Context: an optimization exercise on an open-source flow, tuned for small area, a short achievable clock period and few clock cycles per item. The choices shown serve that exercise and are no tape-out recipe.
In this exercise RTL edits were held to simulation tests only and were not proved equivalent to the original.
Power and IR drop assume default switching activity.

==> flow/design.v (outline; a module is shown in full before it is edited, if it fits) <==
// module pi_speed_controller_with_position_core: 231 lines
// module pisc_mul_sat: 472 lines
// module pisc_mul_u24u7: 1144 lines
// module pisc_bk32: 310 lines
// module pisc_bk17: 160 lines
// module pisc_bk14: 130 lines
// module pisc_bk12: 113 lines
module pi_speed_controller_with_position_core #(
    parameter int GEAR_MODULUS   = pisc_pkg::GEAR_MODULUS_DEF,
    parameter int INTEGRAL_LIMIT = pisc_pkg::INTEGRAL_LIMIT_DEF
) (
    input  logic                          i_clk,
    input  logic                          i_rst_n,
    input  logic                          i_s_tvalid,
    output logic                          o_s_tready,
    input  logic [pisc_pkg::IN_W-1:0]     i_s_tdata,
    output logic                          o_m_tvalid,
    input  logic                          i_m_tready,
    output logic [pisc_pkg::OUT_W-1:0]    o_m_tdata,
    input  logic                          psel,
    input  logic                          penable,
    input  logic                          pwrite,
    input  logic [pisc_pkg::APB_AW-1:0]   paddr,
    input  logic [pisc_pkg::APB_DW-1:0]   pwdata,
    output logic [pisc_pkg::APB_DW-1:0]   prdata,
    output logic                          pready
);
  // ...
==> flow/run.sh <==
#!/bin/bash
# synth_recipe.tcl (not shown) runs the flow's synth.tcl, then flattens the netlist and writes it again
# the make line also repeats each setting of config.mk as NAME=value (left out here)
make -C /OpenROAD-flow-scripts/flow DESIGN_CONFIG=/design/flow/config.mk WORK_HOME=/design/flow/orfs CLKGATE_MAP_FILE= SYNTH_SCRIPT=/design/flow/synth_recipe.tcl finish
==> flow/config.mk <==
export PLATFORM = sky130hd
export DESIGN_NAME = pi_speed_controller_with_position_core
export DESIGN_NICKNAME = pi_speed_controller_with_position_core
export VERILOG_FILES = /design/flow/design.v
export SDC_FILE = /design/flow/constraint.sdc
export NUM_CORES = 4
export LEC_CHECK = 0
export CAP_MARGIN = 20
export CORE_MARGIN = 2
export CORE_UTILIZATION = 40
export SETUP_SLACK_MARGIN = 3.5
export SLEW_MARGIN = 20
==> flow/constraint.sdc <==
create_clock -name core_clock -period 10.0 [get_ports {i_clk}]
set_input_delay 2.0000 -clock core_clock [delete_from_list [all_inputs] [get_ports {i_clk}]]
set_output_delay 2.0000 -clock core_clock [all_outputs]
set_load 0.01 [all_outputs]
==> flow_summary_export.csv, run 1 <==
group,metric,value,unit
status,outcome,"no timing/DRC/antenna violations",
critical_path,endpoint_kind,"flop",
detailed_routing,wl_per_cell,18.3,um
pwr,power_leakage,14.0,nW
detailed_routing,drc,0,
floorplan,core_area,67500,um2
pwr,seq-power,1.99,mW
logic_synthesis,yosysTopAreaCellShare,21.2,%
final_layout,clock_area_share,4.66,%
clock_network,clock_path_buffers,3,
floorplan,die_w,266,um
sta,fin_crit,6.18,ns
final_layout,multi_input_cells,1967,
pwr,power_density,170,nW/um2
critical_path,r2r_start,"r_err2[16]",
final_layout,nonClkBufAreaFrac,7.26,%
min_path,min_from,"r_d1[11]",
sta,hold_violations,0,
critical_path,reg2reg_depth,28,
global_routing,gr-usage-met2,34.6,%
global_routing,top_usage_layer,"met2",
floorplan,initial_core_util,40.5,%
final_layout,fin_cells,3820,
logic_synthesis,synth-seq-area-share,32.8,%
placed_design,placed_area,30100,um2
logic_synthesis,synth_top_family_by_area,"adder cells",
pwr,switching_share,35.1,%
final_layout,layout_commonest_cell,"nand2_1",
logic_synthesis,synth_cell_types,80,
critical_path,reg2reg_slack,3.82,ns
final_layout,final_area,31800,um2
critical_path,crit_type,"flop to flop",
Testbench counts, summed over its fixed seeds: cycles 2,080, items 2,048.
==> run 2, diff against run 1 <==
==> flow/flow/run.sh (new file) <==
#!/bin/bash
# The standard layout, with plain buf_2 cells as the port buffers (the
# standard flow's buffer_ports picks a slow delay cell for them).
set -euo pipefail
export BUFFER_PORTS_ARGS="-buffer_cell sky130_fd_sc_hd__buf_2"
bash standard.sh > standard.log 2>&1
==> flow/standard.sh (new file) <==
#!/bin/bash
# synth_recipe.tcl (not shown) runs the flow's synth.tcl, then flattens the netlist and writes it again
# the make line also repeats each setting of config.mk as NAME=value (left out here)
make -C /OpenROAD-flow-scripts/flow DESIGN_CONFIG=/design/flow/config.mk WORK_HOME=/design/flow/orfs CLKGATE_MAP_FILE= SYNTH_SCRIPT=/design/flow/synth_recipe.tcl "${@:-finish}"
removed: flow/run.sh
==> run 2 against run 1 <==
Effect of this change:
- total power decreased by 1.7%
- flip-flop and latch count unchanged
- count of clock-buffer cells in the layout increased by 2
- cell area decreased by 3.3%
- critical path depth decreased by 2
- setup slack got worse by 0.045 ns
- clock power about the same
- critical path type unchanged
- largest cell class unchanged
- largest power group unchanged
==> flow_summary_export.csv, run 2 <==
group,metric,value,unit
status,outcome,"no timing/DRC/antenna violations",
sta,skew,0.0309,ns
floorplan,rows,95,
sta,fmax,0.161,GHz
critical_path,r2r_start,"r_err2[16]",
pwr,power_density,173,nW/um2
final_layout,final_cell_mix,"nand2_1, inv_1, and2_1",
placed_design,dp.cells,3725,
logic_synthesis,synthCells,2744,
global_routing,grt_usage,19.5,%
sta,fin_setup_tns,0,ns
sta,holdWs,0.397,ns
pwr,power_leakage,14.3,nW
pwr,intPower,3.44,mW
placed_design,place_congestion,0.873,
floorplan,die_area,70500,um2
critical_path,reg2reg_depth,26,
logic_synthesis,synth_area_leader_cell,"edfxtp_1",
pwr,p_sw,1.89,mW
final_layout,fin_cells,3813,
logic_synthesis,synth-seq-area-share,32.8,%
floorplan,die_w,266,um
logic_synthesis,synthTopCellsByCount,"nand2_1, inv_1, and2_1",
critical_path,endpoint_kind,"flop",
sta,max_slew_margin,29.4,%
critical_path,crit_path_max_fanout,5,
final_layout,final-seq-area,8980,um2
detailed_routing,drc,0,
logic_synthesis,ys_seq_elements,352,
logic_synthesis,synth-edff-count,193,
sta,fin_crit,6.22,ns
critical_path,timing.rr.end,"r_duty3[2]",
final_layout,area_growth,12.5,%
detailed_routing,dr.first_iter.drc_count,1215,
min_path,holdPathEnd,"r_err3[9]",
sta,final-setup-viol-count,0,
final_layout,multi_input_area,16800,um2
final_layout,top_regs,"r_segment: 32 flops, r_travel: 32 flops, r_w: 24 flops",
clock_network,cts.sinks,352,
detailed_routing,drtAntennaViolNets,0,
pwr,power_frac_seq,37.1,%
final_layout,fillers,6415,
logic_synthesis,synthArstFlopShare,0,%
sta,hold_violations,0,
pwr,pwr-share-clk,31.1,%
critical_path,crit_required,10.30,ns
logic_synthesis,synth_area_leaders,"edfxtp_1, fa_1, dfxtp_1",
critical_path,reg2reg_slack,3.78,ns
sta,maxSlewViolCount,0,
detailed_routing,wl_per_cell,17.8,um
detailed_routing,vias,19600,
detailed_routing,vias_per_cell,5.15,
final_layout,nets,3448,
logic_synthesis,yosysMostFrequentCell,"nand2_1",
clock_network,cts-htree-levels,2,
critical_path,crit_type,"flop to flop",
global_routing,grt_pass1_wl,109,mm
sta,fin_crit_sh,62.2,%
placed_design,io_buffers,200,
pwr,switching_share,35.5,%
clock_network,cts_buffers,42,
clock_network,path_clk_slew,0.06,ns
logic_synthesis,syn_area_per_cell,9.98,um2
logic_synthesis,synth_top_flop_cell,"edfxtp_1",
global_routing,grt_pass1_vias,20300,
critical_path,start_kind,"flop",
min_path,min_from,"r_err2[9]",
clock_network,clock_path_buffers,3,
detailed_routing,dr.pass1.iters,5,
sta,worstMarginPinSlew,1.05,ns
sta,rsz0062_at_grt,"false",
clock_network,root_buffer,"clkbuf_16",
pwr,power,5.33,mW
floorplan,initial_core_util,40.5,%
min_path,whs_path_depth,0,
floorplan,core_area,67500,um2
global_routing,antenna_found_initial,3,
global_routing,grt_overflow_total,0,
placed_design,hpwl,50.2,mm
final_layout,layout_commonest_cell,"nand2_1",
clock_network,cts_tree,"done",
final_layout,drive_above_1_share,11.8,%
placed_design,dp_slack,2.81,ns
logic_synthesis,syn_area,27400,um2
detailed_routing,wl,67.9,mm
logic_synthesis,yosysTopAreaCellShare,21.2,%
floorplan,ioPinCount,246,
clock_network,clk_latency,0.59,ns
logic_synthesis,yosys_warnings,1,
floorplan,die_h,266,um
min_path,hold_path.class,"flop to flop",
logic_synthesis,synth_cell_types,80,
pwr,p_comb_share,31.9,%
critical_path,worst_ep_arrival_time,6.53,ns
flow_run,cap_viol_max_count,0,
pwr,ir_drop,0.101,mV
global_routing,grt_max_degree,188,
sta,timing.final.ws_setup,3.78,ns
==> run 2: layout make-up <==
class | instances | area share [%]
multi-input combinational | 1967 | 54.5
sequential | 352 | 29.1
timing repair buffer | 231 | 4.17
inverter | 312 | 3.83
clock buffer | 48 | 3.55
tap | 873 | 3.55
clock inverter | 29 | 1.28
antenna | 1 | 0.00812
==> run 2: cell families after synthesis <==
group                    count (synthesis)  synth area share, %
adder cells (fa/ha/maj)                467                 28.7
XOR/XNOR                               141                 4.51
AO/OA/AOI/OAI                          394                 9.59
AND/OR/NAND/NOR                        914                 16.8
buffers and inverters                  446                 6.51
flip-flops                             352                 32.8
multiplexers                            28                 1.02
other                                    2               0.0274
==> run 2: worst max-delay path, cell delays in order (launching register included) <==
cell	delay (ns)
edfxtp_1	0.42
buf_12	0.16
clkinvlp_4	0.08
o21ai_1	0.10
fa_2	0.42
a21o_1	0.17
a21o_1	0.16
a2111o_1	0.40
a31o_2	0.26
fa_2	0.54
nor3_1	0.07
o31ai_2	0.39
nor3_4	0.10
nand3_1	0.10
o21ai_1	0.08
fa_1	0.41
a21o_1	0.16
a21o_1	0.19
a21oi_2	0.16
o21ai_2	0.10
a31oi_1	0.18
nor2_1	0.08
or2_2	0.29
fa_2	0.36
xor2_2	0.17
a31oi_2	0.25
a311oi_1	0.12
==> run 2: per-stage QoR <==
step | area, um2 | utilization (%)
after floorplan | 27500 | -
after global placement | 29100 | 43.1
after detailed placement | 29100 | 43.2
after CTS | 30700 | 45.5
after global routing | 30800 | 45.6
final | 30800 | 45.6
==> run 2: how the worst max path moves through the flow <==
stage / end / slack [ns] / startpoint / cells past startpoint
floorplan: r_duty3[0] / 3.51 / r_err2[16] / 28
global placement: r_duty3[0] / 2.91 / r_err2[16] / 28
detailed placement: r_duty3[0] / 2.81 / r_err2[16] / 28
CTS: r_duty3[0] / 3.52 / r_err2[16] / 28
global route: r_duty3[0] / 3.50 / r_err2[16] / 28
finish: r_duty3[2] / 3.78 / r_err2[16] / 26
==> run 2: metal layers <==
metal / vias to the layer above / share of wire (%) / global-route usage [%] / wire, um
met2: 417 / 50 / 33.6 / 33700
met1: 9763 / 43 / 24.9 / 29000
met3: 136 / 4.2 / 2.81 / 2840
met5: - / 0.019 / 0 / 13
li1: 9309 / - / - / -
met4: 2 / 3.3 / 6.74 / 2270
==> run 2: timing repair <==
action                     4_1_cts  5_1_grt
cloned                           1        0
setup endpoints to repair        7        7
pin swaps                        6       11
resized for setup                9        8
buffers inserted                 5        3
hold buffers                     0        0
==> run 2: power groups by stage <==
stage	Combinational, mW	Sequential (mW)	Clock, mW
final	1.70	1.98	1.66
after global routing	1.93	2.01	1.75
after CTS	1.71	1.98	1.70
after detailed placement	1.69	2.01	0
after global placement	1.65	2.00	0
after floorplan	1.24	1.92	0

==> re-timing with driven ports <==
The flow's constraints put no driver on any port. The routed layouts listed below were extracted and timed again, unchanged, in two steps.
Step 1: set_driving_cell puts a clkbuf_16 on i_clk and a buf_2 on each other input, an assumption about the parent block.
Step 2 moves the port delays by t, midway between the first and last clock arrival at a register: inputs arrive t later, outputs are due t later. That takes back most of the time a late clock gives input paths.
Slacks: ideal ports / drivers / drivers and shift; pairs: ideal ports / drivers.
run | shift t [ns] | setup WS [ns] | worst data-port slew with drivers (ns) | cell pins on the clock port's net
run 1 | 0.635 | 3.822 / 3.792 / 3.792 | 0.11 | 1
run 2 | 0.638 | 3.777 / 3.777 / 3.777 | 0.12 | 1
After both steps setup and hold are still met in every run listed. The setup slack of run 1, which loses most, moves by -0.030 ns with the drivers and by -0.030 ns with both steps.
